What follows belongs to an exercise in optimizing a design on an open flow for small area; a production flow would make more cautious choices. In this exercise RTL edits were held to simulation tests only and were not proved equivalent to the original. Power is estimated from default activity; no workload was simulated.

### flow/config.mk
export PLATFORM = sky130hd
export DESIGN_NAME = branch_predictor
export DESIGN_NICKNAME = branch_predictor
export VERILOG_FILES = /design/flow/design.v
export SDC_FILE = /design/flow/constraint.sdc
export NUM_CORES = 4
export LEC_CHECK = 0
export CAP_MARGIN = 20
export CORE_MARGIN = 2
export CORE_UTILIZATION = 40
export SETUP_SLACK_MARGIN = 0.3
export SLEW_MARGIN = 20
### flow/constraint.sdc
create_clock -name core_clock -period 7.0 [get_ports {clk}]
set_input_delay 1.4000 -clock core_clock [delete_from_list [all_inputs] [get_ports {clk}]]
set_output_delay 1.4000 -clock core_clock [all_outputs]
set_load 0.01 [all_outputs]
### flow/design.v
module branch_predictor #(
  parameter int DEPTH = 16,
  parameter int CNT_W = 2,
  parameter int PC_W  = 32
) (
  input  logic            clk,
  input  logic            reset,
  input  logic [PC_W-1:0] pc,
  output logic            pred_taken,
  output logic [PC_W-1:0] pred_pc,
  input  logic            upd_en,
  input  logic [PC_W-1:0] upd_pc,
  input  logic            upd_taken,
  input  logic [PC_W-1:0] upd_target,
  input  logic            upd_mispredict,
  output logic [31:0]     hit_cnt,
  output logic [31:0]     mispred_cnt
);
  localparam int IDX_W = $clog2(DEPTH);
  localparam int TAG_W = PC_W - IDX_W - 2;
  localparam logic [CNT_W-1:0] CNT_WNT = {CNT_W{1'b1}} >> 1;
  localparam logic [CNT_W-1:0] CNT_WT  = CNT_W'(1) << (CNT_W - 1);
  logic             r_valid  [DEPTH];
  logic [TAG_W-1:0] r_tag    [DEPTH];
  logic [PC_W-1:0]  r_target [DEPTH];
  logic [CNT_W-1:0] r_cnt    [DEPTH];
  logic [31:0] r_hit_cnt;
  logic [31:0] r_mispred_cnt;
  logic [IDX_W-1:0] w_idx;
  logic [TAG_W-1:0] w_tag;
  logic             w_hit;
  logic [IDX_W-1:0] w_uidx;
  logic [TAG_W-1:0] w_utag;
  logic             w_uhit;
  logic [CNT_W-1:0] w_ucnt;
  assign w_idx  = pc[IDX_W+1:2];
  assign w_tag  = pc[PC_W-1:IDX_W+2];
  assign w_uidx = upd_pc[IDX_W+1:2];
  assign w_utag = upd_pc[PC_W-1:IDX_W+2];
  assign w_ucnt = r_cnt[w_uidx];
  assign hit_cnt     = r_hit_cnt;
  assign mispred_cnt = r_mispred_cnt;
  always_comb begin
    w_hit      = r_valid[w_idx] && (r_tag[w_idx] == w_tag);
    w_uhit     = r_valid[w_uidx] && (r_tag[w_uidx] == w_utag);
    pred_taken = w_hit && r_cnt[w_idx][CNT_W-1];
    pred_pc    = pred_taken ? r_target[w_idx] : (pc + PC_W'(4));
  end
  always_ff @(posedge clk) begin
    if (reset) begin
      for (int unsigned i = 0; i < DEPTH; i++) begin
        r_valid[i[IDX_W-1:0]]  <= 1'b0;
        r_tag[i[IDX_W-1:0]]    <= '0;
        r_target[i[IDX_W-1:0]] <= '0;
        r_cnt[i[IDX_W-1:0]]    <= CNT_WNT;
      end
      r_hit_cnt     <= '0;
      r_mispred_cnt <= '0;
    end else if (upd_en) begin
      if (w_uhit) begin
        r_hit_cnt <= r_hit_cnt + 32'd1;
        if (upd_taken) begin
          if (w_ucnt != '1) r_cnt[w_uidx] <= w_ucnt + CNT_W'(1);
          r_target[w_uidx] <= upd_target;
        end else if (w_ucnt != '0) begin
          r_cnt[w_uidx] <= w_ucnt - CNT_W'(1);
        end
      end else if (upd_taken) begin
        r_valid[w_uidx]  <= 1'b1;
        r_tag[w_uidx]    <= w_utag;
        r_target[w_uidx] <= upd_target;
        r_cnt[w_uidx]    <= CNT_WT;
      end
      if (upd_mispredict) r_mispred_cnt <= r_mispred_cnt + 32'd1;
    end
  end
endmodule
### flow/run.sh
#!/bin/bash
# synth_recipe.tcl (not shown) runs the flow's synth.tcl, then flattens the netlist and writes it again
# the make line also repeats each setting of config.mk as NAME=value (left out here)
make -C /OpenROAD-flow-scripts/flow DESIGN_CONFIG=/design/flow/config.mk WORK_HOME=/design/flow/orfs CLKGATE_MAP_FILE= SYNTH_SCRIPT=/design/flow/synth_recipe.tcl finish
==> flow_metrics.py <==
metrics = {
    "synthesis": {
        "ys_types": 74,
        "yosys.area.top_type": "edfxtp_1",
        "ys_seq_elements": 1040,
        "ys_seq_area_share_pct": 57.5,
        "async_reset_ff_share_pct": 0,
        "yosys_most_used_dff": "edfxtp_1",
        "avgSynthCellArea_um2": 14.3,
        "synthesis.area_mm2": 0.0529,
        "ys_warn_count": 1,
        "synth_edf_count": 960,
        "syn_nets": 3810,
        "netlist_instances": 3706,
        "yosysTopAreaCellShare_pct": 54.5,
        "synth_area_leaders": "edfxtp_1, mux4_2, and2_1",
    },
    "power": {
        "vdd_ir_drop_max_mv": 0.225,
        "swShare_pct": 24.8,
        "p_clk_share_pct": 40.7,
        "combPwrFrac_pct": 10.5,
        "p_sw_mw": 3.66,
        "p_per_area_mw_per_mm2": 243,
        "p_int_mw": 11.1,
        "seqPwrFrac_pct": 48.8,
        "p_leak_nw": 22.1,
    },
    "final_layout": {
        "area_growth_pct": 14.9,
        "drive_gt1_share_pct": 20.3,
        "final_cells": 5634,
        "num-nets-final": 3883,
        "layout_common_cells": "edfxtp_1, and2_1, and3_1",
        "mostFrequentLayoutCell": "edfxtp_1",
        "fillCellCount": 11300,
    },
    "drt": {
        "wirelength_um": 174000,
        "dr.pass1.iters": 7,
        "drc": 0,
        "drtIter0Drc": 4695,
        "wl_per_cell_um": 30.8,
        "via_count": 34100,
        "ant_nets": 0,
        "viasPerCell": 6.06,
    },
    "floorplanning": {
        "start_util_pct": 40.3,
        "coreArea_mm2": 0.131,
        "dieWidth_um": 368,
        "dieHeight_um": 368,
        "die_area_mm2": 0.135,
        "pin_count": 198,
        "num_rows": 133,
    },
    "cts": {
        "clkSlewWorstSetupHoldPaths_ns": 0.07,
        "cts-buffers-inserted": 113,
        "post_cts_buffers": 0,
        "htreeDepth": 3,
        "tritoncts": "yes",
        "ctsHoldBuffers": 0,
        "insertion_delay_ns": 0.79,
        "post_cts_resized": 0,
        "clkSinkCount": 1040,
        "clock_tree.root_cell": "clkbuf_16",
        "cts_buffer_depth": 3,
    },
    "setup_path": {
        "start_kind": "input port",
        "crit_chain": "buf_8, buf_12, mux4_2, mux4_2, xnor2_1, nand4_1, nor3_1, nand3_2, buf_4, mux2_2, clkdlybuf4s50_1",
        "critical-path-slowest-cell": "mux4_2",
        "crit_type": "input port to primary output",
        "worst_path_dominant_cell_family": "multiplexers",
        "path_max_fanout": 32,
        "max_stage_delay_ns": 0.58,
        "critPathArrivalTime_ns": 5.20,
        "cp-end-kind": "primary output",
        "cp_common_cell": "mux4_2",
        "cp_num_buf_inv": 4,
        "worstPathRequired_ns": 5.60,
    },
    "grt": {
        "gr-total-overflow": 0,
        "grt_pass1_wl_um": 248000,
        "grt_usage_pct": 25.4,
        "grt_pass1_vias": 34000,
        "grt_max_degree": 267,
        "grt_antenna_before_repair": 19,
    },
    "timing": {
        "max-slew-margin-rel_pct": 20.4,
        "fin_crit_sh_pct": 94.3,
        "setup_slack_ns": 0.399,
        "post-route-min-period_ns": 6.60,
        "hold_violations": 0,
        "maxSlewViolCount": 0,
        "clock_skew_ns": 0.0825,
        "finalSetupTns_ns": 0,
        "setup_viol": 0,
        "worst_slew_pin_slew_ns": 1.19,
        "fmax_mhz": 151,
        "grt_setup_unrepaired": "no",
    },
    "run_status": {
        "status": "timing/DRC/antenna clean",
    },
    "placement": {
        "portBuffers": 195,
        "finalWeightedCongestion": 0.861,
        "dpl.cell_count": 5418,
        "place_hpwl_um": 100000,
        "dp_worst_setup_slack_ns": 0.321,
    },
    "min_path": {
        "hold_path_class": "flip-flop to flip-flop",
    },
    "flow_run": {
        "max_cap_violations": 0,
    },
}
## routing by layer
metal	vias to the layer above	GRT usage, %	wire [µm]
li1	14400	-	-
met1	17600	33.5	66700
met2	1816	41.3	83500
met3	336	5.75	17400
met4	22	8.96	5970
met5	-	0	142
## final cells by class
| class | instances | area (µm²) | area share [%] |
|---|---|---|---|
| antenna | 5 | 12.5 | 0.0206 |
| clock buffer | 142 | 2990 | 4.91 |
| clock inverter | 68 | 707 | 1.16 |
| inverter | 17 | 63.8 | 0.105 |
| multi-input combinational | 2272 | 21000 | 34.6 |
| sequential | 1040 | 30400 | 50.1 |
| tap | 1755 | 2200 | 3.61 |
| timing repair buffer | 335 | 3350 | 5.51 |
## through the flow
step                instance area, µm²  hold WS [ns]  utilization, %  total power [mW]
floorplan                        52900         0.443               -              8.21
global placement                 57000         0.464            43.4              8.85
detailed placement               57000         0.467            43.4              8.87
CTS                              60700         0.489            46.3              14.8
global route                     60800         0.503            46.3              15.2
finish                           60800         0.489            46.3              14.8
## power groups by stage
stage / sequential, mW / combinational, mW / clock [mW]
3_5_place_dp: 7.33 / 1.54 / 0
5_1_grt: 7.23 / 1.62 / 6.32
6_report: 7.20 / 1.55 / 6.01
3_3_place_gp: 7.31 / 1.53 / 0
4_1_cts: 7.20 / 1.54 / 6.08
2_1_floorplan: 7.29 / 0.924 / 0
## sequential cells by signal, summed over array words and instances (netlist names)
register	count
r_target	512
r_tag	416
r_cnt	32
r_hit_cnt	32
r_mispred_cnt	32
r_valid	16
## synthesized netlist by cell type (all sizes together), types with 33 or more instances
library cell,count
xor2,50
xnor2,59
nor2,76
a21oi,54
clkbuf,286
dfxtp,80
edfxtp,960
a22oi,33
nand3,69
buf,91
and3,431
mux4,363
and2,531
o21ai,75
mux2,43
mux2i,116
nand4,36
nand2,94
## kinds of logic (layout without fill, tap and decap cells)
family          after synthesis  count (layout)  share of synthesized area [%]
other cells                   0               5                              0
xor+xnor                    109             109                           1.81
buf+inv                     394             562                           3.29
simple gates               1368            1368                           15.3
compound gates              270             270                           3.37
mux                         522             522                           18.6
fa+ha+maj                     3               3                         0.0710
flops                      1040            1040                           57.5
## worst reg2reg max path: stages (launching register included)
cell,delay [ns]
edfxtp_1,0.37
mux2i_1,0.11
a22o_1,0.28
a221oi_1,0.59
o21ai_0,0.28
a211oi_1,0.51
and4_1,0.45
nand3_4,0.10
buf_4,0.19
buf_12,0.21
and3_1,0.86
## final timing paths
kind | startpoint | end | slack, ns | cells past startpoint
worst max register to register | r_tag[4][2]$_SDFFCE_PN0P_ | r_tag[15][20]$_SDFFCE_PN0P_ | 2.76 | 10
worst min register to register | r_valid[0]$_DFF_P_ | r_valid[0]$_DFF_P_ | 0.49 | 1
worst min-delay path | r_valid[0]$_DFF_P_ | r_valid[0]$_DFF_P_ | 0.49 | 1
worst max-delay path | pc[2] | pred_pc[11] | 0.40 | 11

## separate check: timing with driven ports
The results above use ideal ports. As a check the final layout listed here was re-extracted and re-timed, cells and wires unchanged. Step 1 sets driving cells, clkbuf_16 on the clock port and buf_2 on the other inputs (assumed; they add their load-dependent delay and slew). Step 2, shift: input delay + t, output delay - t, t = (earliest + latest rising clock arrival at the registers) / 2. This alone moves slack from input paths to output paths. a / b / c = no drivers / after step 1 / after step 2; a / b = the first two.
shift t [ns]: 0.828
setup slack, ns: 0.399 / 0.294 / 0.294
worst hold slack (ns): 0.489 / 0.489 / 0.489
latest minus earliest clock arrival (ns): 0.082 / 0.082
worst register clock-pin slew, ns: 0.07 / 0.07
After both steps setup and hold are still met in this run. The setup slack of this run moves by -0.105 ns with the drivers and by -0.105 ns with both steps.
